Background: an optimization exercise with open tools, aiming at small area, a short achievable clock period and few clock cycles per item. Do not read the settings as production practice. RTL that was checked went through simulation tests only; none was proved equivalent to the original. The flow treats the clock pin as an ideal source, which a real chip does not have. Power is estimated from default activity; no workload was simulated.

==> inputs of job 7667 <==
## mac_operand_scatter
module mac_operand_scatter
#(
   parameter int N_TAPS   = 16,
   parameter int TREE_LAT = 5
) (
   input  logic                      clk,
   input  logic                      reset,
   input  conv_pkg::data_t                     in_data,
   input  logic                      in_valid,
   output logic                      in_ready,
   input  logic                      flush,
   input  logic                      w_we,
   input  logic [$clog2(N_TAPS)-1:0] w_addr,
   input  conv_pkg::data_t                     w_data,
   output logic                      w_err,
   output conv_pkg::data_t [conv_pkg::LANES-1:0]         lane_a,
   output conv_pkg::data_t [conv_pkg::LANES-1:0]         lane_b,
   output logic                      mac_en,
   output logic                      mac_clear,
   output logic                      sum_capture
);
   localparam int L = conv_pkg::LANES;
   logic              r_ph;           
   logic              r_rdy;          
   logic              r_en;           
   logic [3:0]        r_cnt;          
   logic [TREE_LAT+2:0] r_pipe;       
   conv_pkg::data_t   r_a [L];        
   conv_pkg::data_t   r_b [L];        
   conv_pkg::data_t   r_wa [L];       
   conv_pkg::data_t   r_wb [L];       
   logic              w_full;
   logic              w_shift;
   logic              w_sel_n, w_keep_n;
   logic              w_accept;
  ...
==> module mac_operand_scatter, before the edit <==
module mac_operand_scatter
#(
   parameter int N_TAPS   = 16,
   parameter int TREE_LAT = 5
) (
   input  logic                      clk,
   input  logic                      reset,
   input  conv_pkg::data_t                     in_data,
   input  logic                      in_valid,
   output logic                      in_ready,
   input  logic                      flush,
   input  logic                      w_we,
   input  logic [$clog2(N_TAPS)-1:0] w_addr,
   input  conv_pkg::data_t                     w_data,
   output logic                      w_err,
   output conv_pkg::data_t [conv_pkg::LANES-1:0]         lane_a,
   output conv_pkg::data_t [conv_pkg::LANES-1:0]         lane_b,
   output logic                      mac_en,
   output logic                      mac_clear,
   output logic                      sum_capture
);
   localparam int L = conv_pkg::LANES;
   logic              r_ph;           
   logic              r_rdy;          
   logic              r_en;           
   logic [3:0]        r_cnt;          
   logic [TREE_LAT+2:0] r_pipe;       
   conv_pkg::data_t   r_a [L];        
   conv_pkg::data_t   r_b [L];        
   conv_pkg::data_t   r_wa [L];       
   conv_pkg::data_t   r_wb [L];       
   logic              w_full;
   logic              w_shift;
   logic              w_sel_n, w_keep_n;
   logic              w_accept;
   logic              w_form;
   logic              w_wr;
   conv_pkg::data_t   w_dn, w_dz;
   assign w_full   = (r_cnt == 4'd15);
   assign in_ready = r_rdy;
   assign w_shift  = in_valid & r_rdy;
   assign w_sel_n  = ~w_shift | reset;
   assign w_keep_n = w_shift | reset;
   assign w_accept = w_shift & ~flush & ~reset;
   assign w_form   = w_accept & w_full;
   assign w_wr     = w_we & ~(r_pipe[0] & w_addr[3]);
   assign w_dn     = ~w_data;
   assign w_dz     = reset ? '0 : w_data;
   for (genvar gi = 0; gi < L; gi++) begin : g_bank
      conv_pkg::data_t w_sa, w_sb, w_na, w_nb;
      if (gi < L - 1) begin : g_mid
         assign w_sa = r_b[gi+1];
         assign w_sb = r_a[gi+1];
      end else begin : g_top
         assign w_sa = r_ph ? ~r_a[0] : ~in_data;
         assign w_sb = r_ph ? in_data : ~r_b[0];
      end
      sel_cell u_na (.sel_n(w_sel_n), .keep_n(w_keep_n), .nw(w_sa), .old(r_b[gi]), .y(w_na));
      sel_cell u_nb (.sel_n(w_sel_n), .keep_n(w_keep_n), .nw(w_sb), .old(r_a[gi]), .y(w_nb));
      logic w_hit, w_hit_a, w_hit_b;
      logic w_sel_a_n, w_keep_a_n, w_sel_b_n, w_keep_b_n;
      conv_pkg::data_t w_wna, w_wnb;
      assign w_hit      = w_wr && w_addr[2:0] == 3'(gi);
      assign w_hit_a    = w_hit & (w_addr[3] != r_ph);
      assign w_hit_b    = w_hit & (w_addr[3] == r_ph);
      assign w_sel_a_n  = ~w_hit_a | reset;
      assign w_keep_a_n = w_hit_a | reset;
      assign w_sel_b_n  = ~w_hit_b & ~reset;
      assign w_keep_b_n = w_hit_b;
      sel_cell u_wna (.sel_n(w_sel_a_n), .keep_n(w_keep_a_n), .nw(w_dn), .old(r_wb[gi]), .y(w_wna));
      sel_cell u_wnb (.sel_n(w_sel_b_n), .keep_n(w_keep_b_n), .nw(w_dz), .old(r_wa[gi]), .y(w_wnb));
      always_ff @(posedge clk) begin
         r_a[gi]  <= w_na;
         r_b[gi]  <= w_nb;
         r_wa[gi] <= w_wna;
         r_wb[gi] <= w_wnb;
      end
      assign lane_a[gi] = r_a[gi];
      assign lane_b[gi] = r_wa[gi];
   end
   always_ff @(posedge clk) begin
      if (reset) begin
         r_ph   <= 1'b0;
         r_rdy  <= 1'b1;
         r_en   <= 1'b0;
         r_cnt  <= '0;
         r_pipe <= '0;
         w_err  <= 1'b0;
      end else begin
         r_ph  <= ~r_ph;
         r_rdy <= flush | ~r_ph | ~(w_full | (w_accept & r_cnt == 4'd14));
         r_en  <= ~flush & (w_form | r_pipe[0]);
         if (flush)                   r_cnt <= '0;
         else if (w_accept & ~w_full) r_cnt <= r_cnt + 1'b1;
         if (flush) r_pipe <= '0;
         else       r_pipe <= {r_pipe[TREE_LAT+1:0], w_form};
         w_err <= w_we & ~w_wr;
      end
   end
   assign mac_en      = r_en;
   assign mac_clear   = r_pipe[0];
   assign sum_capture = r_pipe[TREE_LAT+2];
endmodule
clock: 5.0 ns
lec_check: 0
cap_margin: 20
core_margin: 2
core_utilization: 40
slew_margin: 20
synth_hierarchical: 1
synth_minimum_keep_size: 0
run.sh (not shown) runs the stock make flow with config.mk's settings and CLKGATE_MAP_FILE= SYNTH_SCRIPT=/design/flow/synth_recipe.tcl, a recipe that flattens the netlist after the stock synthesis.
==> inputs of job 7668, as changes to job 7667 <==
--- a/flow/design.v
+++ b/flow/design.v
@@ -54,8 +54,8 @@
    assign w_full   = (r_cnt == 4'd15);
    assign in_ready = r_rdy;
    assign w_shift  = in_valid & r_rdy;
-   assign w_sel_n  = ~w_shift | reset;
-   assign w_keep_n = w_shift | reset;
+   assign w_sel_n  = ~w_shift;
+   assign w_keep_n = w_shift;
    assign w_accept = w_shift & ~flush & ~reset;
    assign w_form   = w_accept & w_full;
    assign w_wr     = w_we & ~(r_pipe[0] & w_addr[3]);
==> flow/flow/run.sh (new file) <==
#!/bin/bash
# The standard layout with two changes:
# - the port buffers are made of the smallest buffer cell instead of the one
#   ORFS picks by default;
# - after clock tree synthesis the tree's root buffer is removed, so the clock
#   port drives the tree's first level (two buffers) directly; timing is then
#   repaired (post_cts.tcl) instead of before the removal.
set -euo pipefail
export BUFFER_PORTS_ARGS="-buffer_cell sky130_fd_sc_hd__buf_1"
export SKIP_CTS_REPAIR_TIMING=1
export POST_CTS_TCL="$PWD/flow/post_cts.tcl"
bash standard.sh > standard_flow.log 2>&1
==> flow/flow/post_cts.tcl (new file) <==
proc remove_clock_root {} {
  set block [ord::get_db_block]
  set clk [$block findNet clk]
  set root ""
  foreach it [$clk getITerms] { if {[$it isInputSignal]} { set root [$it getInst] } }
  if {$root eq ""} { puts "remove_clock_root: no root buffer"; return }
  set rootout ""
  foreach it [$root getITerms] { if {[$it isOutputSignal]} { set rootout [$it getNet] } }
  set loads {}
  foreach it [$rootout getITerms] { if {[$it isInputSignal]} { lappend loads $it } }
  if {[llength $loads] + [llength [$clk getITerms]] - 1 > 4} {
    puts "remove_clock_root: root buffer drives [llength $loads] pins, kept"
    return
  }
  foreach it $loads { $it disconnect; $it connect $clk }
  puts "remove_clock_root: removed [$root getName], moved [llength $loads] loads to clk"
  odb::dbInst_destroy $root
  odb::dbNet_destroy $rootout
}

remove_clock_root
estimate_parasitics -placement
report_clock_latency
repair_timing_helper
detailed_placement
check_placement -verbose
estimate_parasitics -placement
report_worst_slack
==> flow/standard.sh (new file) <==
#!/bin/bash
# synth_recipe.tcl (not shown) runs the flow's synth.tcl, then flattens the netlist and writes it again
# the make line also repeats each setting of config.mk as NAME=value (left out here)
make -C /OpenROAD-flow-scripts/flow DESIGN_CONFIG=/design/flow/config.mk WORK_HOME=/design/flow/orfs CLKGATE_MAP_FILE= SYNTH_SCRIPT=/design/flow/synth_recipe.tcl "${@:-finish}"
CORE_UTILIZATION = 70   (was 40)
CTS_CLUSTER_DIAMETER = 60   (was not set)
CTS_CLUSTER_SIZE = 30   (was not set)
PLACE_DENSITY = 0.8   (was not set)
SETUP_SLACK_MARGIN = 2.85   (was not set)
removed: flow/run.sh
==> run summary <==
| item | job 7667 | job 7668 |
|---|---|---|
| Result of the run | finished clean | finished clean |
| Clock insertion delay at the later pin of the skew report | 0.55 ns | 0.42 ns |
| Crit Path Max Fanout | 48 | 14 |
| Worst vdd ir | 0.280 mV | 0.375 mV |
| Multiplexer share of the synthesized area | 0.0110 | 0.0110 |
| Sw power | 1.90 mW | 1.79 mW |
| Die outline width | 189 um | 144 um |
| Non-clock buffering overhead | 0.156 | 0.0749 |
| Worst Hold Path EP | r_wa[3][8]$_DFF_P_ | r_wa[2][12]$_DFF_P_ |
| Fraction of final layout cells sized beyond drive strength 1 | 0.0597 | 0.0669 |
| Master of the slowest instance on the critical path | or2_4 | or3b_1 |
| Critical Path Source | reset | w_addr[3] |
| Setup skew after layout | 0.0180 ns | 0.0363 ns |
Testbench counts of job 7668, summed over its fixed seeds: cycles 4,272, items 2,048.
No functional check of the RTL was part of job 7667.

-- afterwards: timing with drivers on the ports --
The flow's constraints put no driver on any port. The routed layouts listed below were extracted and timed again, unchanged, in two steps. Step 1, drivers: a clkbuf_16 drives clk and a buf_2 each remaining input, both assumed. Step 2 also shifts input and output timing later by t, the mid clock arrival at the registers, as if the neighbouring blocks saw the same clock. a / b / c = ideal / step 1 / step 2; a / b = the first two.
run | shift t [ns] | setup slack, ns | hold slack, ns | worst setup path at the end | worst register clock-pin slew, ns
job 7667 | 0.589 | 2.344 / 2.343 / 1.754 | 0.402 / 0.402 / 0.402 | input to register | 0.07 / 0.07
job 7668 | 0.460 | 2.854 / 2.864 / 2.432 | 0.408 / 0.408 / 0.408 | input to register | 0.11 / 0.11
After both steps setup and hold are still met in every run listed. For job 7667, which loses most, drivers alone change the setup slack by -0.001 ns; drivers and shift together by -0.590 ns.
